Source: an optimization exercise on an open RTL-to-GDS flow (aim: small area). Production flows keep margins and buffers that such runs may drop.
Only simulation tests tie the RTL to the original design; equivalence was not proved.
Power figures rest on the tool's default switching activity, not on a simulated workload.

==> flow/standard.sh <==
#!/bin/bash
# synth_recipe.tcl (not shown) runs the flow's synth.tcl, then flattens the netlist and writes it again
# the make line also repeats each setting of config.mk as NAME=value (left out here)
make -C /OpenROAD-flow-scripts/flow DESIGN_CONFIG=/design/flow/config.mk WORK_HOME=/design/flow/orfs CLKGATE_MAP_FILE= SYNTH_SCRIPT=/design/flow/synth_recipe.tcl "${@:-finish}"
==> flow/flow/run.sh <==
#!/bin/bash
# Standard ORFS layout with three changes: the OR-AND-invert gates that
# synthesis upsized are set back to size 1 after the floorplan, port
# buffers use the smallest buffer cell, and the clock tree uses larger
# sink clusters driven by clkbuf_8, without dummy loads.
set -euo pipefail
cd "$(dirname "$0")/.."
W=$(pwd)
export CTS_ARGS="-sink_clustering_enable -repair_clock_nets -buf_list sky130_fd_sc_hd__clkbuf_8 -sink_clustering_size 18 -sink_clustering_max_diameter 80 -dont_use_dummy_load"
export BUFFER_PORTS_ARGS="-buffer_cell sky130_fd_sc_hd__buf_1"
export RESULTS=$W/orfs/results/sky130hd/sdf_delay_line/base
bash standard.sh synth > synth.log 2>&1
bash standard.sh floorplan > floorplan.log 2>&1
openroad -no_init -exit flow/downsize.tcl > downsize.log 2>&1
bash standard.sh place > place.log 2>&1
bash standard.sh cts > cts.log 2>&1
bash standard.sh route > route.log 2>&1
bash standard.sh finish > finish.log 2>&1
==> flow/config.mk <==
export PLATFORM = sky130hd
export DESIGN_NAME = sdf_delay_line
export DESIGN_NICKNAME = sdf_delay_line
export VERILOG_FILES = /design/flow/design.v
export SDC_FILE = /design/flow/constraint.sdc
export NUM_CORES = 4
export LEC_CHECK = 0
export CAP_MARGIN = 20
export CORE_MARGIN = 2
export CORE_UTILIZATION = 70
export CTS_CLUSTER_DIAMETER = 100
export CTS_CLUSTER_SIZE = 30
export SLEW_MARGIN = 20
export SYNTH_HIERARCHICAL = 1
export SYNTH_MINIMUM_KEEP_SIZE = 0
==> flow/design.v <==
`default_nettype none
module sdf_delay_line #(
   parameter int WIDTH         = 24,
   parameter int MAX_DELAY     = 64,
   parameter int ADDR_W        = 6,
   parameter int DEFAULT_DELAY = 8
) (
   input  logic              clk,
   input  logic              rst,
   input  logic              en,
   input  logic              cfg_load,
   input  logic [ADDR_W:0]   delay_sel,
   input  logic [WIDTH-1:0]  dataIn_R,
   input  logic [WIDTH-1:0]  dataIn_I,
   output logic [WIDTH-1:0]  dataOut_R,
   output logic [WIDTH-1:0]  dataOut_I,
   output logic              out_valid,
   output logic [ADDR_W:0]   delay_q
);
   localparam int W2 = 2*WIDTH;
   localparam logic [ADDR_W:0] c_max_delay     = (ADDR_W+1)'(MAX_DELAY);
   localparam logic [ADDR_W:0] c_default_delay = (ADDR_W+1)'(DEFAULT_DELAY);
   localparam logic [ADDR_W:0] c_min_delay     = (ADDR_W+1)'(1);
   logic [ADDR_W:0]    fill_q,       fill_d;      
   logic [WIDTH-1:0]   dout_r_q,     dout_r_d;
   logic [WIDTH-1:0]   dout_i_q,     dout_i_d;
   logic               out_valid_q,  out_valid_d;
   logic               dphase_q,     dphase_d;    
   logic [ADDR_W:0]    w_delay_clamped;
   logic [ADDR_W-1:0]  sel_q,        sel_d;       
   logic [ADDR_W-1:0]  seln_q;                    
   logic               w_full;
   logic [W2-1:0]      w_line_out;
   always_comb begin
      w_delay_clamped = delay_sel;
      if (delay_sel == '0) begin
         w_delay_clamped = c_min_delay;
      end else if (delay_sel > c_max_delay) begin
         w_delay_clamped = c_max_delay;
      end
   end
   assign w_full = (fill_q == '0);
   logic          phase_q;
   logic          w_keep;                         
   logic          w_move;                         
   logic [W2-1:0] stage0;
   logic [W2-1:0] tap [ADDR_W+1];                
   logic [W2-1:0] w_din_code;
   assign w_keep     = ~en | cfg_load;
   assign w_move     = en;
   assign w_din_code = {dataIn_R, dataIn_I} ^ {W2{phase_q}};
   always_ff @(posedge clk or posedge rst) begin
      if (rst) begin
         phase_q <= 1'b0;
      end else begin
         phase_q <= ~phase_q;
      end
   end
   logic [W2-1:0] stage0_d;
   sdf_delay_line_oai #(.N(W2)) u_stage0_next (
      .a(w_din_code), .s(w_keep), .b(stage0), .t(w_move), .y(stage0_d));
   always_ff @(posedge clk) begin
      stage0 <= stage0_d;
   end
   assign tap[0] = stage0;
   for (genvar k = 0; k < ADDR_W; k++) begin : g_seg
      localparam int B = ADDR_W-1-k;              
      localparam int L = 1 << B;                  
      logic [L*W2-1:0] seg;
      logic [L*W2-1:0] seg_in;
      if (L == 1) begin : g_one
         assign seg_in = tap[k];
      end else begin : g_many
         assign seg_in = {seg[(L-1)*W2-1:0], tap[k]};
      end
      logic [L*W2-1:0] seg_d;
      sdf_delay_line_oai #(.N(L*W2)) u_seg_next (
         .a(seg_in), .s(w_keep), .b(seg), .t(w_move), .y(seg_d));
      always_ff @(posedge clk) begin
         seg <= seg_d;
      end
      sdf_delay_line_oai #(.N(W2)) u_tap (
         .a(tap[k]), .s(sel_q[B]), .b(seg[L*W2-1 -: W2]), .t(seln_q[B]), .y(tap[k+1]));
   end
   assign w_line_out = tap[ADDR_W];
   logic w_out_take;                              
   logic w_out_keep;                              
   assign w_out_take = ~(en & ~cfg_load & w_full);
   assign w_out_keep = ~(en | cfg_load);
   sdf_delay_line_oai #(.N(W2)) u_dout_next (
      .a(w_line_out), .s(w_out_take), .b({dout_r_q, dout_i_q}), .t(~w_out_keep),
      .y({dout_r_d, dout_i_d}));
   always_comb begin
      sel_d       = sel_q;
      fill_d      = fill_q;
      out_valid_d = 1'b0;
      dphase_d    = ~dphase_q;
      if (cfg_load) begin
         sel_d    = ADDR_W'(w_delay_clamped - c_min_delay);
         fill_d   = w_delay_clamped;
         dphase_d = 1'b0;
      end else if (en) begin
         if (w_full) begin
            out_valid_d = 1'b1;
            dphase_d    = ~phase_q;
         end else begin
            dphase_d = 1'b0;
            fill_d   = fill_q - c_min_delay;
         end
      end
   end
   always_ff @(posedge clk or posedge rst) begin
      if (rst) begin
         sel_q       <= ADDR_W'(c_default_delay - c_min_delay);
         seln_q      <= ~ADDR_W'(c_default_delay - c_min_delay);
         fill_q      <= c_default_delay;
         dout_r_q    <= '0;
         dout_i_q    <= '0;
         out_valid_q <= 1'b0;
         dphase_q    <= 1'b0;
      end else begin
         sel_q       <= sel_d;
         seln_q      <= ~sel_d;
         fill_q      <= fill_d;
         dout_r_q    <= dout_r_d;
         dout_i_q    <= dout_i_d;
         out_valid_q <= out_valid_d;
         dphase_q    <= dphase_d;
      end
   end
   assign delay_q   = {1'b0, sel_q} + c_min_delay;
   assign dataOut_R = dout_r_q ^ {WIDTH{dphase_q}};
   assign dataOut_I = dout_i_q ^ {WIDTH{dphase_q}};
   assign out_valid = out_valid_q;
endmodule
module sdf_delay_line_oai #(
   parameter int N = 1
) (
   input  logic [N-1:0] a,
   input  logic         s,
   input  logic [N-1:0] b,
   input  logic         t,
   output logic [N-1:0] y
);
   assign y = ~((a | {N{s}}) & (b | {N{t}}));
endmodule
`default_nettype wire
==> flow/constraint.sdc <==
create_clock -name core_clock -period 5.0 [get_ports {clk}]
set_input_delay 1.0000 -clock core_clock [delete_from_list [all_inputs] [get_ports {clk}]]
set_output_delay 1.0000 -clock core_clock [all_outputs]
set_load 0.01 [all_outputs]
==> flow/flow/downsize.tcl <==
# Synthesis sizes the OR-AND-invert gates for a load it assumes at each
# module output; set them back to the smallest size before placement, whose
# repair resizes or buffers any net that then needs it.
set P $::env(FLOW_HOME)/platforms/sky130hd
set R $::env(RESULTS)
read_lef $P/lef/sky130_fd_sc_hd.tlef
read_lef $P/lef/sky130_fd_sc_hd_merged.lef
read_liberty $P/lib/sky130_fd_sc_hd__tt_025C_1v80.lib
read_db $R/2_floorplan.odb
set db [ord::get_db]
set small [$db findMaster sky130_fd_sc_hd__o22ai_1]
set n 0
foreach inst [[ord::get_db_block] getInsts] {
  set m [[$inst getMaster] getName]
  if {[regexp {^sky130_fd_sc_hd__o22ai_[248]$} $m]} {
    $inst swapMaster $small
    incr n
  }
}
puts "downsized $n o22ai cells"
write_db $R/2_floorplan.odb
==> results of run 1 <==
## layer usage
metal  share of wire, %  GRT usage [%]  wire length [um]
met5              0.017              0                29
met4                2.0           6.15              3420
met3                4.6           3.97              8000
met2                 43           35.2             73500
met1                 51           38.6             87700
## cell families (layout without fill, tap and decap cells)
logic type                 after synthesis  count (layout)  synth area share (%)
other                                    0               6                     0
AOI/OAI and AO/OA                     3444            3444                  24.9
xor gates and xnor gates               102             102                 0.955
and+or+nand+nor                         34              34                 0.223
DFF                                   3142            3142                  67.6
buffers and inverters                  778             402                  6.24
muxes                                    3               3                0.0375
adders and majority gates                3               3                0.0401
## registers in the layout, indices dropped and copies added (netlist names), 3 cells and up, named ones only
register,count
fill_q,7
dout_r_q,24
stage0,48
g_seg.seg,3024
sel_q,3
seln_q,6
dout_i_q,24
## worst max-delay path: cells and delay by family, from the launching register on
kind          cells  cell delay [ps]
xor+xnor          1              170
simple gates      2              440
buf+inv           1              170
flops             1             1190
## cells in the mapped netlist (5+ instances only)
library cell	number
nand2_1	7
buf_4	18
buf_2	427
nand2b_1	5
dfrtp_1	63
nor2_1	8
dfstp_2	7
buf_6	308
o22ai_1	3146
xor2_1	100
o22ai_2	265
dfxtp_1	3072
inv_1	10
clkbuf_1	15
a21oi_1	6
## power breakdown
part           internal [W]  switching (W)
logic               0.00172        0.00208
registers            0.0282        0.00193
clock network       0.00345        0.00698
## path summary, 6_finish.rpt
kind                            cells past startpoint               from  slack [ps]           endpoint
min in group core_clock                             3       dataIn_I[16]         400         stage0[16]
worst min register to register                      1  g_seg[1].seg[429]         410  g_seg[1].seg[477]
worst max-delay path                                4           sel_q[2]        1100         delay_q[5]
max in group asynchronous                           3                rst        3680        dout_r_q[2]
worst min-delay path                                2                rst         180        dout_i_q[7]
worst max register to register                      7          seln_q[5]        1840       dout_r_q[19]
## final cells by class
type,count,share of cell area (%)
Clock buffer,192,2.86
Tap cell,1768,2.39
Antenna cell,6,0.0162
Inverter,10,0.0406
Timing Repair Buffer,200,1.57
Multi-Input combinational cell,3586,24.6
Sequential cell,3142,68.5
## per-stage QoR
| step | hold slack [ps] | setup WS, ps | instance area, um2 | cells | power, W |
|---|---|---|---|---|---|
| 5_1_grt | 171 | 949 | 92400 | 8903 | 0.0464 |
| 6_report | 176 | 1100 | 92400 | 8904 | 0.0444 |
| 3_5_place_dp | 429 | 1610 | 89800 | 8706 | 0.0344 |
| 2_1_floorplan | 415 | 2240 | 93500 | 7506 | 0.0336 |
| 4_1_cts | 98.1 | 1010 | 92400 | 8898 | 0.0447 |
| 3_3_place_gp | 422 | 1660 | 89800 | 8706 | 0.0342 |
==> flow_summary.json, run 1 <==
{
  "syn_area_per_cell_um2": 12.5,
  "yosys_most_used_dff": "dfxtp_1",
  "maxCapViolations": 0,
  "grt_overflow_total": 0,
  "syn_nets": 7568,
  "synth_edf_count": 0,
  "postCtsSetupBuffers": 0,
  "p_per_area_nw_per_um2": 480,
  "postSynth.asyncResetShare_pct": 2.23,
  "yosysTopAreaCellShare_pct": 65.8,
  "cts_root_buffer": "clkbuf_8",
  "postRouteAntennaNets": 0,
  "clk-insertion-delay-late_ps": 950,
  "clockBufferDepth": 3,
  "fillers": 9771,
  "grt_pass1_wl_um": 280000,
  "period_share_pct": 78.1,
  "crit_path_end_kind": "output port",
  "drt_iter0_drc": 4743,
  "synthCells": 7506,
  "rsz0062_at_grt": "no",
  "post_drt_wl_per_cell_um": 19.4,
  "layout.nets": 7194,
  "antenna_found_initial": 3,
  "wl_um": 173000,
  "rows": 134,
  "cts_buffers": 192,
  "vdd_drop_max_v": 0.000344,
  "vias": 57270,
  "port_buffers": 114,
  "layout-drive-gt1-share_pct": 4.28,
  "fin_util_pct": 69.5,
  "slowest_delay_ps": 1190,
  "hpwl_um": 100000,
  "route.detailed.drc": 0,
  "clkTransAtPathRegs_ps": 110,
  "die_x_um": 370,
  "dr.pass1.iters": 5,
  "via_per_inst": 6.43,
  "cp_data_required_time_ps": 4000,
  "yosys_warnings": 9,
  "gp_congestion": 0.775,
  "fin_setup_tns_ps": 0,
  "grt_use_total_pct": 24.6,
  "critPathArrivalTime_ps": 2900,
  "netlist_area_um2": 93500,
  "syn2layout_area_growth_pct": -1.17,
  "core_um2": 133000,
  "cts-resized-gates": 0,
  "min_path_type": "in2async",
  "final_cell_mix": "o22ai_1 (3,411), dfxtp_1 (3,072), clkbuf_8 (192)",
  "regArea_um2": 63300,
  "p_leak_nw": 34.4,
  "crit_path_max_fanout": 36,
  "ios": 115,
  "finalCriticalPeriod_ps": 3900,
  "htreeDepth": 4,
  "max-slew-margin-rel_pct": 19.7,
  "slowest_stage": "dfstp_2",
  "die_area_um2": 137000,
  "timing.final.hold_violations": 0,
  "cts.sinks": 3142,
  "yosys-top-cells-area": "dfxtp_1 (66%), o22ai_1 (21%), buf_6 (3.7%)",
  "yosys_register_bits": 3142,
  "critPathKind": "reg2out",
  "cts_tree": "yes",
  "yosysTopAreaCell": "dfxtp_1",
  "max_freq_mhz": 256,
  "start_kind": "flop",
  "finalClockSkew_ps": 41.8,
  "start_util_pct": 70.3,
  "status": "complete, no violations",
  "ctsHoldBuffers": 0,
  "synth_cell_type_count": 49,
  "report.final.slew_viol_count": 0,
  "grt_start_max_net_pins": 255,
  "setup_viol_count_final": 0,
  "ys_seq_area_share_pct": 67.6,
  "multi_input_area_um2": 22800,
  "tightestPinTransition_ps": 1200,
  "final_common_cell": "o22ai_1",
  "die_h_um": 370,
  "grt_pass1_vias": 52555,
  "crit_path_cell_trace": "nand3_1 -> nor2_1 -> xor2_1 -> buf_1"
}
==> run 2, diff against run 1 <==
--- a/flow/design.v
+++ b/flow/design.v
@@ -29,7 +29,7 @@
    logic [ADDR_W:0]    w_delay_clamped;
    logic [ADDR_W-1:0]  sel_q,        sel_d;       
-   logic [ADDR_W-1:0]  seln_q;                    
+   logic [ADDR_W-1:0]  w_seln;                    
    logic               w_full;
-   logic [W2-1:0]      w_line_out;
+   logic [W2-1:0]      w_last_seg;                 
    always_comb begin
       w_delay_clamped = delay_sel;
@@ -45,5 +45,5 @@
    logic          w_move;                         
    logic [W2-1:0] stage0;
-   logic [W2-1:0] tap [ADDR_W+1];                
+   logic [W2-1:0] tap [ADDR_W];                
    logic [W2-1:0] w_din_code;
    assign w_keep     = ~en | cfg_load;
@@ -80,15 +80,22 @@
          seg <= seg_d;
       end
-      sdf_delay_line_oai #(.N(W2)) u_tap (
-         .a(tap[k]), .s(sel_q[B]), .b(seg[L*W2-1 -: W2]), .t(seln_q[B]), .y(tap[k+1]));
+      if (k < ADDR_W-1) begin : g_tap
+         sdf_delay_line_oai #(.N(W2)) u_tap (
+            .a(tap[k]), .s(sel_q[B]), .b(seg[L*W2-1 -: W2]), .t(w_seln[B]), .y(tap[k+1]));
+      end else begin : g_last
+         assign w_last_seg = seg[L*W2-1 -: W2];
+      end
    end
-   assign w_line_out = tap[ADDR_W];
-   logic w_out_take;                              
-   logic w_out_keep;                              
-   assign w_out_take = ~(en & ~cfg_load & w_full);
-   assign w_out_keep = ~(en | cfg_load);
-   sdf_delay_line_oai #(.N(W2)) u_dout_next (
-      .a(w_line_out), .s(w_out_take), .b({dout_r_q, dout_i_q}), .t(~w_out_keep),
-      .y({dout_r_d, dout_i_d}));
+   logic w_out_valid;
+   logic w_out_seg;                               
+   logic w_out_byp;                               
+   logic w_out_hold;                              
+   assign w_out_valid = en & ~cfg_load & w_full;
+   assign w_out_seg   = w_out_valid & sel_q[0];
+   assign w_out_byp   = w_out_valid & ~sel_q[0];
+   assign w_out_hold  = ~(en | cfg_load);
+   sdf_delay_line_aoi #(.N(W2)) u_dout_next (
+      .a(tap[ADDR_W-1]), .sa(w_out_byp), .b(w_last_seg), .sb(w_out_seg),
+      .c({dout_r_q, dout_i_q}), .sc(w_out_hold), .y({dout_r_d, dout_i_d}));
    always_comb begin
       sel_d       = sel_q;
@@ -99,11 +106,11 @@
          sel_d    = ADDR_W'(w_delay_clamped - c_min_delay);
          fill_d   = w_delay_clamped;
-         dphase_d = 1'b0;
+         dphase_d = 1'b1;
       end else if (en) begin
          if (w_full) begin
             out_valid_d = 1'b1;
-            dphase_d    = ~phase_q;
+            dphase_d    = phase_q;
          end else begin
-            dphase_d = 1'b0;
+            dphase_d = 1'b1;
             fill_d   = fill_q - c_min_delay;
          end
@@ -113,5 +120,4 @@
       if (rst) begin
          sel_q       <= ADDR_W'(c_default_delay - c_min_delay);
-         seln_q      <= ~ADDR_W'(c_default_delay - c_min_delay);
          fill_q      <= c_default_delay;
          dout_r_q    <= '0;
@@ -121,5 +127,4 @@
       end else begin
          sel_q       <= sel_d;
-         seln_q      <= ~sel_d;
          fill_q      <= fill_d;
          dout_r_q    <= dout_r_d;
@@ -129,8 +134,22 @@
       end
    end
+   assign w_seln = ~sel_q;
    assign delay_q   = {1'b0, sel_q} + c_min_delay;
    assign dataOut_R = dout_r_q ^ {WIDTH{dphase_q}};
    assign dataOut_I = dout_i_q ^ {WIDTH{dphase_q}};
    assign out_valid = out_valid_q;
+endmodule
+module sdf_delay_line_aoi #(
+   parameter int N = 1
+) (
+   input  logic [N-1:0] a,
+   input  logic         sa,
+   input  logic [N-1:0] b,
+   input  logic         sb,
+   input  logic [N-1:0] c,
+   input  logic         sc,
+   output logic [N-1:0] y
+);
+   assign y = ~((a & {N{sa}}) | (b & {N{sb}}) | (c & {N{sc}}));
 endmodule
 module sdf_delay_line_oai #(
--- a/flow/flow/run.sh
+++ b/flow/flow/run.sh
@@ -1,4 +1,4 @@
 #!/bin/bash
-# Standard ORFS layout with three changes: the OR-AND-invert gates that
+# Standard ORFS layout with three changes: the OR-AND-invert and AND-OR-invert gates that
 # synthesis upsized are set back to size 1 after the floorplan, port
 # buffers use the smallest buffer cell, and the clock tree uses larger
==> flow/flow/downsize.tcl (replaced) <==
# Synthesis sizes the OR-AND-invert and AND-OR-invert gates for a load it assumes at each
# module output; set them back to the smallest size before placement, whose
# repair resizes or buffers any net that then needs it.
set P $::env(FLOW_HOME)/platforms/sky130hd
set R $::env(RESULTS)
read_lef $P/lef/sky130_fd_sc_hd.tlef
read_lef $P/lef/sky130_fd_sc_hd_merged.lef
read_liberty $P/lib/sky130_fd_sc_hd__tt_025C_1v80.lib
read_db $R/2_floorplan.odb
set db [ord::get_db]
set n 0
foreach inst [[ord::get_db_block] getInsts] {
  set m [[$inst getMaster] getName]
  if {[regexp {^(sky130_fd_sc_hd__(o22ai|a222oi))_[248]$} $m -> base]} {
    $inst swapMaster [$db findMaster ${base}_1]
    incr n
  }
}
puts "downsized $n OR-AND-invert and AND-OR-invert cells"
write_db $R/2_floorplan.odb
==> run 2 against run 1 <==
Setup slack worse by 190 ps. Sequential power about the same. Highest routed layer unchanged. Sequential share of layout area down 0.18 points. Fmax down 4.7%. Synthesized cell count down 0.76%. Non-clock buffer count up 21. Global-route usage up 0.51 points. Design area about the same. Core utilization up 0.79 points. Via count down 0.21%. Total power down 0.13%. Largest cell class unchanged.
==> flow_summary.json, run 2 <==
{
  "vias": 57151,
  "start_util_pct": 70.6,
  "min_path_type": "in2reg",
  "wl_um": 174000,
  "critPathArrivalTime_ps": 3090,
  "crit_path_end_kind": "output port",
  "fillers": 9531,
  "htreeDepth": 4,
  "ios": 115,
  "finalCriticalPeriod_ps": 4090,
  "gp_congestion": 0.769,
  "via_per_inst": 6.45,
  "largest_register_ffs": 3024,
  "cts_tree": "yes",
  "syn_nets": 7511,
  "final_common_cell": "o22ai_1",
  "core_um2": 131000,
  "route.detailed.drc": 0,
  "grt_pass1_wl_um": 283000,
  "netlist_area_um2": 92800,
  "syn_area_per_cell_um2": 12.5,
  "finalClockSkew_ps": 49.5,
  "postCtsSetupBuffers": 0,
  "grt_overflow_total": 0,
  "cts_buffers": 192,
  "hold_depth": 3,
  "fin_util_pct": 70.3,
  "clk-insertion-delay-late_ps": 920,
  "hold-path-endpoint": "fill_q[1]",
  "yosys_register_bits": 3136,
  "start_kind": "flop",
  "yosysTopAreaCell": "dfxtp_1",
  "drt_iter0_drc": 4987,
  "hp-start": "delay_sel[1]",
  "ys_seq_area_share_pct": 68.0,
  "regArea_um2": 63100,
  "syn2layout_area_growth_pct": -0.433,
  "clockBufferDepth": 3,
  "clkTransAtPathRegs_ps": 110,
  "rsz0062_at_grt": "no",
  "r2r_cells": 8,
  "ctsHoldBuffers": 1,
  "postRouteAntennaNets": 0,
  "regMostFlops": "g_seg.seg",
  "setup_viol_count_final": 0,
  "timing.final.hold_violations": 0,
  "crit_path_max_fanout": 52,
  "yosys-top-cells-area": "dfxtp_1 (66%), o22ai_1 (21%), buf_6 (3.7%)",
  "grt_pass1_vias": 52914,
  "p_leak_nw": 34.1,
  "critPathKind": "reg2out",
  "max-slew-margin-rel_pct": 29.7,
  "synthCells": 7449,
  "final_cell_mix": "o22ai_1 (3,312), dfxtp_1 (3,072), clkbuf_8 (192)",
  "cp_data_required_time_ps": 4000,
  "postSynth.asyncResetShare_pct": 2.04,
  "r2r_slack_ps": 1730,
  "grt_start_max_net_pins": 243,
  "reg_top3": "g_seg.seg x3024, stage0 x48",
  "r2r_start": "sel_q[5]",
  "hpwl_um": 103000,
  "multi_input_area_um2": 22600,
  "tightestPinTransition_ps": 1050,
  "cts_root_buffer": "clkbuf_8",
  "critPathLaunch": "sel_q[1]",
  "maxCapViolations": 0,
  "yosysTopAreaCellShare_pct": 66.3,
  "layout.nets": 7164,
  "vdd_drop_max_v": 0.000327,
  "yosys-top-cells-count": "o22ai_1 (3,089), dfxtp_1 (3,072), buf_2 (420)",
  "max_freq_mhz": 244,
  "rows": 133,
  "synth_cell_type_count": 40,
  "die_h_um": 368,
  "dr.pass1.iters": 8,
  "synth_edf_count": 0,
  "port_buffers": 114,
  "report.final.slew_viol_count": 0,
  "cts-resized-gates": 0,
  "status": "complete, no violations",
  "yosysMostFrequentCell": "o22ai_1",
  "post_drt_wl_per_cell_um": 19.7,
  "antenna_found_initial": 2,
  "yosys_most_used_dff": "dfxtp_1",
  "r2r-end": "dout_r_q[5]",
  "layout-drive-gt1-share_pct": 4.52,
  "die_area_um2": 136000,
  "fin_setup_tns_ps": 0,
  "die_x_um": 368,
  "grt_use_total_pct": 25.1,
  "yosys_warnings": 9,
  "period_share_pct": 81.9,
  "p_per_area_nw_per_um2": 480,
  "cts.sinks": 3136
}
[run 2: worst max-delay path: stages, from the launching register on]
cell	delay, ps
dfstp_2	550
buf_4	560
nand3_1	240
nor3_1	310
xnor2_1	280
buf_1	230
[run 2: metal layers]
metal  global-route usage [%]  wire length (um)
met3                     4.64             10100
met2                     34.8             72100
met4                     7.11              4060
met1                     39.8             88000
met5                        0                13
[run 2: area by class of cell]
type	instances	area share [%]
clock buffer	192	2.86
inverter	13	0.0542
multi-input combinational	3538	24.4
tap	1755	2.38
timing repair buffer	221	1.99
antenna	2	0.00542
sequential	3136	68.3
[run 2: where the power goes]
part / switching (W) / internal, W
Clock: 0.00696 / 0.00345
Sequential: 0.00181 / 0.0282
Combinational: 0.00224 / 0.00171
[run 2: worst max path at each step]
stage,end,cells past startpoint
floorplan,dout_i_q[0],1
global placement,g_seg[1].seg[40],5
detailed placement,g_seg[0].seg[1122],5
CTS,delay_q[5],5
global route,delay_q[5],5
finish,delay_q[5],5
[run 2: through the flow]
stage,cells,power (W),area [um2],hold slack [ps],setup slack [ps]
4_1_cts,8854,0.0446,92400,278,857
2_1_floorplan,7449,0.0334,92800,404,2410
6_report,8857,0.0443,92400,379,906
3_5_place_dp,8661,0.0344,89700,428,1640
5_1_grt,8856,0.0463,92400,346,803
3_3_place_gp,8661,0.0341,89700,427,1680
[run 2: logic make-up after synthesis]
group                      count (synthesis)  synth area share (%)
adders and majority gates                  3                0.0404
AOI/OAI and AO/OA                       3384                  24.5
and+or+nand+nor                           45                 0.245
DFF                                     3136                  68.0
muxes                                      4                0.0431
buffers and inverters                    775                  6.22
xor gates and xnor gates                 102                 0.962
==> run 3, diff against run 2 <==
--- a/flow/config.mk
+++ b/flow/config.mk
@@ -6,10 +6,10 @@
 export NUM_CORES = 4
 export LEC_CHECK = 0
-export CAP_MARGIN = 20
+export CAP_MARGIN = 5
 export CORE_MARGIN = 2
 export CORE_UTILIZATION = 70
 export CTS_CLUSTER_DIAMETER = 100
 export CTS_CLUSTER_SIZE = 30
-export SLEW_MARGIN = 20
+export SLEW_MARGIN = 5
 export SYNTH_HIERARCHICAL = 1
 export SYNTH_MINIMUM_KEEP_SIZE = 0
==> run 3 against run 2 <==
Non-clock buffer count fell by 1. Global-route usage did not move. Die area did not move. First-iteration DRC count rose by 2.4%. Setup slack got worse by 0.77 ps. Register-to-register slack barely moved. Design area barely moved. Critical path type unchanged. Critical endpoint unchanged. Highest routed layer unchanged.
==> flow_summary.json, run 3 <==
{
  "final_common_cell": "o22ai_1",
  "syn_area_per_cell_um2": 12.5,
  "grt_use_total_pct": 25.1,
  "critPathKind": "reg2out",
  "start_util_pct": 70.6,
  "wl_um": 174000,
  "core_um2": 131000,
  "pre_cts_slack_ps": 1640,
  "netlist_area_um2": 92800,
  "power.switching_w": 0.0110,
  "yosys_most_used_dff": "dfxtp_1",
  "max-slew-margin-rel_pct": 20.6,
  "slowest_delay_ps": 550,
  "rsz0062_at_grt": "no",
  "hp-start": "delay_sel[1]",
  "yosys-top-cells-area": "dfxtp_1 (66%), o22ai_1 (21%), buf_6 (3.7%)",
  "htreeDepth": 4,
  "yosysTopAreaCell": "dfxtp_1",
  "clk-insertion-delay-late_ps": 920,
  "cts-resized-gates": 0,
  "status": "complete, no violations",
  "layout-drive-gt1-share_pct": 4.51,
  "rows": 133,
  "p_per_area_nw_per_um2": 480,
  "synth_edf_count": 0,
  "largest_register_ffs": 3024,
  "grt_overflow_total": 0,
  "final_cell_mix": "o22ai_1 (3,312), dfxtp_1 (3,072), clkbuf_8 (192)",
  "via_per_inst": 6.46,
  "max_freq_mhz": 244,
  "postRouteAntennaNets": 0,
  "grt_pass1_wl_um": 283000,
  "clockBufferDepth": 3,
  "port_buffers": 114,
  "cts_root_buffer": "clkbuf_8",
  "cts.sinks": 3136,
  "post_drt_wl_per_cell_um": 19.7,
  "r2r_start": "sel_q[5]",
  "gp_congestion": 0.769,
  "regArea_um2": 63100,
  "cts_tree": "yes",
  "multi_input_area_um2": 22600,
  "totalPowerFinal_w": 0.0443,
  "report.final.slew_viol_count": 0,
  "start_kind": "flop",
  "comb_power_share_pct": 8.9,
  "syn2layout_area_growth_pct": -0.458,
  "postCtsSetupBuffers": 0,
  "clkTransAtPathRegs_ps": 110,
  "route.detailed.drc": 0,
  "place_area_um2": 89700,
  "crit_path_max_fanout": 52,
  "fillers": 9534,
  "power_frac_clock_pct": 23.5,
  "cts_buffers": 192,
  "fin_setup_tns_ps": 0,
  "slowest_stage": "dfstp_2",
  "yosys_warnings": 9,
  "hpwl_um": 103000,
  "critPathLaunch": "sel_q[1]",
  "yosysTopAreaCellShare_pct": 66.3,
  "antenna_found_initial": 2,
  "finalClockSkew_ps": 52.4,
  "seq_power_share_pct": 67.6,
  "synth_cell_type_count": 40,
  "postSynth.asyncResetShare_pct": 2.04,
  "r2r_cells": 8,
  "drt_iter0_drc": 5106,
  "reg_top3": "g_seg.seg x3024, stage0 x48",
  "cp_data_required_time_ps": 4000,
  "grt_pass1_vias": 52914,
  "yosys-top-cells-count": "o22ai_1 (3,089), dfxtp_1 (3,072), buf_2 (420)",
  "finalCriticalPeriod_ps": 4100,
  "p_leak_nw": 34.1,
  "crit_path_end_kind": "output port",
  "die_area_um2": 136000,
  "regMostFlops": "g_seg.seg",
  "swShare_pct": 24.8,
  "fin_util_pct": 70.3,
  "power.internal_w": 0.0333,
  "syn_nets": 7511,
  "yosys_register_bits": 3136,
  "vdd_drop_max_v": 0.000327,
  "ys_seq_area_share_pct": 68.0,
  "critPathArrivalTime_ps": 3100,
  "yosysMostFrequentCell": "o22ai_1",
  "dr.pass1.iters": 7,
  "die_x_um": 368,
  "ios": 115,
  "setup_ws_ps": 905,
  "synthCells": 7449,
  "maxCapViolations": 0,
  "vias": 57175,
  "period_share_pct": 81.9,
  "setup_viol_count_final": 0,
  "crit_path_cell_trace": "buf_4 -> nand3_1 -> nor3_1 -> xnor2_1 -> buf_1",
  "min_path_type": "in2reg",
  "layout.nets": 7163,
  "design_area_um2": 92400,
  "hold_depth": 3,
  "die_h_um": 368,
  "timing.final.hold_violations": 0,
  "grt_start_max_net_pins": 243,
  "tightestPinTransition_ps": 1190
}
## run 3: per-layer routing
metal | GRT usage, % | vias to the layer above | part of all wire [%]
li1 | - | 28189 | -
met1 | 39.8 | 27628 | 51
met2 | 34.8 | 1119 | 41
met3 | 4.64 | 237 | 5.5
met4 | 7.11 | 2 | 2.3
met5 | 0 | - | 0.0075
## run 3: power groups by stage
stage | clock network [W] | registers (W) | logic (W)
CTS | 0.0107 | 0.0300 | 0.00390
floorplan | 0 | 0.0300 | 0.00344
finish | 0.0104 | 0.0300 | 0.00395
global placement | 0 | 0.0304 | 0.00371
detailed placement | 0 | 0.0305 | 0.00390
global route | 0.0116 | 0.0303 | 0.00433
## run 3: final cells by class
cell class	count	share of cell area, %
diodes	2	0.00542
inverters	13	0.0542
flip-flops and latches	3136	68.3
well taps	1755	2.38
clock buffers	192	2.86
multi-input cells	3538	24.4
repair buffers	220	1.97
## run 3: cells by family after synthesis
logic type               share of synthesized area (%)
multiplexers                                    0.0431
buffers and inverters                             6.22
AO/OA/AOI/OAI                                     24.5
XOR/XNOR                                         0.962
flip-flops                                        68.0
AND/OR/NAND/NOR                                  0.245
adder cells (fa/ha/maj)                         0.0404
## run 3: repair_timing
item | in CTS | in global routing
hold buffers | 1 | 0
endpoints found under the setup margin | 0 | 0
endpoints found under the hold margin | 4 | 0
## run 3: worst max-delay path: cells and delay by family (launching register included)
| family | cells | cell delay [ps] |
|---|---|---|
| and+or+nand+nor | 2 | 540 |
| xor gates and xnor gates | 1 | 290 |
| buffers and inverters | 2 | 780 |
| DFF | 1 | 550 |
## run 3: metrics by stage
step,hold WS (ps),cells
4_1_cts,278,8854
2_1_floorplan,404,7449
6_report,379,8856
3_3_place_gp,427,8661
5_1_grt,346,8855
3_5_place_dp,428,8661
## run 3: worst paths after layout
kind	end	slack (ps)
setup / recovery	delay_q[5]	900
hold / removal	fill_q[1]	380
setup reg to reg	dout_r_q[6]	1720
hold reg to reg	g_seg[1].seg[673]	380
max in group asynchronous	dout_r_q[13]	3230
min in group asynchronous	out_valid_q	640
==> run 4, diff against run 3 <==
--- a/flow/flow/run.sh
+++ b/flow/flow/run.sh
@@ -7,5 +7,5 @@
 cd "$(dirname "$0")/.."
 W=$(pwd)
-export CTS_ARGS="-sink_clustering_enable -repair_clock_nets -buf_list sky130_fd_sc_hd__clkbuf_8 -sink_clustering_size 18 -sink_clustering_max_diameter 80 -dont_use_dummy_load"
+export CTS_ARGS="-sink_clustering_enable -repair_clock_nets -buf_list sky130_fd_sc_hd__clkbuf_8 -sink_clustering_size 20 -sink_clustering_max_diameter 60 -dont_use_dummy_load"
 export BUFFER_PORTS_ARGS="-buffer_cell sky130_fd_sc_hd__buf_1"
 export RESULTS=$W/orfs/results/sky130hd/sdf_delay_line/base
--- a/flow/config.mk
+++ b/flow/config.mk
@@ -6,10 +6,10 @@
 export NUM_CORES = 4
 export LEC_CHECK = 0
-export CAP_MARGIN = 5
+export CAP_MARGIN = 20
 export CORE_MARGIN = 2
 export CORE_UTILIZATION = 70
 export CTS_CLUSTER_DIAMETER = 100
 export CTS_CLUSTER_SIZE = 30
-export SLEW_MARGIN = 5
+export SLEW_MARGIN = 20
 export SYNTH_HIERARCHICAL = 1
 export SYNTH_MINIMUM_KEEP_SIZE = 0
==> run 4 against run 3 <==
Still clean on timing, DRC and antenna. Synthesized area is the same. Setup slack gained 21 ps. Register-to-register slack is essentially flat. Flip-flop and latch count is the same. Sequential share of layout area grew 0.15 points. Non-clock buffer count is the same. Critical path type unchanged. Largest cell class unchanged.
==> flow_summary.json, run 4 <==
{
  "layout-drive-gt1-share_pct": 4.31,
  "yosysMostFrequentCell": "o22ai_1",
  "cts-resized-gates": 0,
  "critPathKind": "reg2out",
  "yosysTopAreaCell": "dfxtp_1",
  "yosysTopAreaCellShare_pct": 66.3,
  "place_area_um2": 89700,
  "cts_tree": "yes",
  "largest_register_ffs": 3024,
  "slowest_delay_ps": 550,
  "cts_buffers": 176,
  "via_per_inst": 6.46,
  "placed_cells": 8661,
  "clk-insertion-delay-late_ps": 910,
  "crit_path_cell_trace": "buf_4 -> nand3_1 -> nor3_1 -> xnor2_1 -> buf_1",
  "r2r_start": "sel_q[5]",
  "syn_area_per_cell_um2": 12.5,
  "synth_cell_type_count": 40,
  "pre_cts_slack_ps": 1640,
  "synth_edf_count": 0,
  "vias": 57124,
  "grt_overflow_total": 0,
  "timing.final.hold_violations": 0,
  "core_um2": 131000,
  "r2r-end": "dout_r_q[6]",
  "wl_um": 174000,
  "yosys_warnings": 9,
  "final_cells": 8839,
  "antenna_found_initial": 4,
  "clockBufferDepth": 3,
  "max_freq_mhz": 245,
  "setup_viol_count_final": 0,
  "grt_pass1_vias": 52720,
  "finalCriticalPeriod_ps": 4070,
  "final_common_cell": "o22ai_1",
  "report.final.slew_viol_count": 0,
  "drt_iter0_drc": 4929,
  "slowest_stage": "buf_4",
  "dr.pass1.iters": 8,
  "yosys_most_used_dff": "dfxtp_1",
  "port_buffers": 114,
  "grt_start_max_net_pins": 243,
  "rsz0062_at_grt": "no",
  "ys_seq_area_share_pct": 68.0,
  "postCtsSetupBuffers": 0,
  "crit_path_max_fanout": 52,
  "period_share_pct": 81.5,
  "r2r_slack_ps": 1710,
  "die_x_um": 368,
  "yosys-top-cells-count": "o22ai_1 (3,089), dfxtp_1 (3,072), buf_2 (420)",
  "ios": 115,
  "min_path_type": "in2async",
  "regMostFlops": "g_seg.seg",
  "clkTransAtPathRegs_ps": 110,
  "postSynth.asyncResetShare_pct": 2.04,
  "grt_pass1_wl_um": 282000,
  "design_area_um2": 92200,
  "die_h_um": 368,
  "path_buf_inv": 2,
  "route.detailed.drc": 0,
  "critPathArrivalTime_ps": 3070,
  "ctsHoldBuffers": 0,
  "crit_family": "buffers and inverters",
  "die_area_um2": 136000,
  "cp_data_required_time_ps": 4000,
  "gp_congestion": 0.769,
  "final_cell_mix": "o22ai_1 (3,312), dfxtp_1 (3,072), clkbuf_8 (176)",
  "setup_ws_ps": 926,
  "status": "complete, no violations",
  "r2r_cells": 8,
  "p_leak_nw": 34.0,
  "reg_top3": "g_seg.seg x3024, stage0 x48",
  "yosys-top-cells-area": "dfxtp_1 (66%), o22ai_1 (21%), buf_6 (3.7%)",
  "cts_root_buffer": "clkbuf_8",
  "start_kind": "flop",
  "whs_ps": 82.9,
  "p_per_area_nw_per_um2": 477,
  "postRouteAntennaNets": 0,
  "netlist_area_um2": 92800,
  "hpwl_um": 103000,
  "vdd_drop_max_v": 0.000350,
  "htreeDepth": 4,
  "start_util_pct": 70.6,
  "synthCells": 7449,
  "max-slew-margin-rel_pct": 25.5,
  "syn2layout_area_growth_pct": -0.683,
  "critPathLaunch": "sel_q[1]",
  "layout.nets": 7147,
  "maxCapViolations": 0,
  "post_drt_wl_per_cell_um": 19.7,
  "rows": 133,
  "syn_nets": 7511,
  "finalClockSkew_ps": 32.6,
  "cts.sinks": 3136,
  "crit_path_end_kind": "output port",
  "yosys_register_bits": 3136,
  "tightestPinTransition_ps": 1120,
  "fin_setup_tns_ps": 0,
  "grt_use_total_pct": 25.0
}
run 4: cell types whose count changed in the layout (fill, tap and decap cells not counted), sizes merged:
cell / before / now
buf: 218 / 219
diode: 2 / 1
clkbuf: 193 / 177
dlygate4sd3: 1 / 0
run 4: cells by family after synthesis:
family | after synthesis | share of synthesized area, %
compound gates | 3384 | 24.5
xor+xnor | 102 | 0.962
mux | 4 | 0.0431
flops | 3136 | 68.0
simple gates | 45 | 0.245
buf+inv | 775 | 6.22
fa+ha+maj | 3 | 0.0404
run 4: final cells by class:
type | count | area [um2]
Tap cell | 1755 | 2200
Clock buffer | 176 | 2420
Fill cell | 9538 | 39300
Multi-Input combinational cell | 3538 | 22600
Sequential cell | 3136 | 63100
Inverter | 13 | 50.0
Timing Repair Buffer | 220 | 1830
Antenna cell | 1 | 2.50
run 4: metal layers:
metal	wire, um	GRT usage [%]	vias to the layer above
met3	10500	4.77	227
met1	87600	39.7	27606
met4	3830	6.46	2
li1	-	-	28148
met2	71900	34.8	1141
met5	18	0	-
run 4: stage by stage:
step,power [W],utilization [%]
6_report,0.0440,70.1
5_1_grt,0.0459,70.1
4_1_cts,0.0442,70.1
3_5_place_dp,0.0344,68.3
3_3_place_gp,0.0341,68.3
2_1_floorplan,0.0334,-
run 4: how the worst max path moves through the flow:
stage,depth (start not counted),endpoint
finish,5,delay_q[5]
global route,5,delay_q[5]
CTS,5,delay_q[5]
detailed placement,5,g_seg[0].seg[1122]
global placement,5,g_seg[1].seg[40]
floorplan,1,dout_i_q[0]
run 4: power by group:
group	total (W)	switching (W)	internal (W)
sequential	0.0300	0.00181	0.0282
combinational	0.00395	0.00224	0.00171
clock	0.0101	0.00687	0.00318

static timing again, ports no longer ideal:
No port has a modelled driver above. Below, the same layouts with a new extraction and two added sets of constraints. Step 1: set_driving_cell puts a clkbuf_16 on clk and a buf_2 on each other input, an assumption about the parent block. Step 2 also shifts input and output timing later by t, the mid clock arrival at the registers, as if the neighbouring blocks saw the same clock. Three values: ideal, step 1, step 2; two values: the first two.
| run | t, ns | slack for setup (ns) | hold WS [ns] | worst setup path at the end | cell pins on the clock port's net |
|---|---|---|---|---|---|
| run 1 | 1.015 | 1.097 / 1.016 / 1.552 | 0.176 / 0.115 / 0.407 | input to register | 1 |
| run 2 | 0.978 | 0.906 / 0.828 / 1.580 | 0.379 / 0.321 / 0.385 | input to register | 1 |
| run 3 | 0.976 | 0.905 / 0.828 / 1.567 | 0.379 / 0.321 / 0.382 | input to register | 1 |
| run 4 | 0.974 | 0.926 / 0.850 / 1.574 | 0.083 / 0.027 / 0.423 | input to register | 1 |
After both steps setup and hold are still met in every run listed.
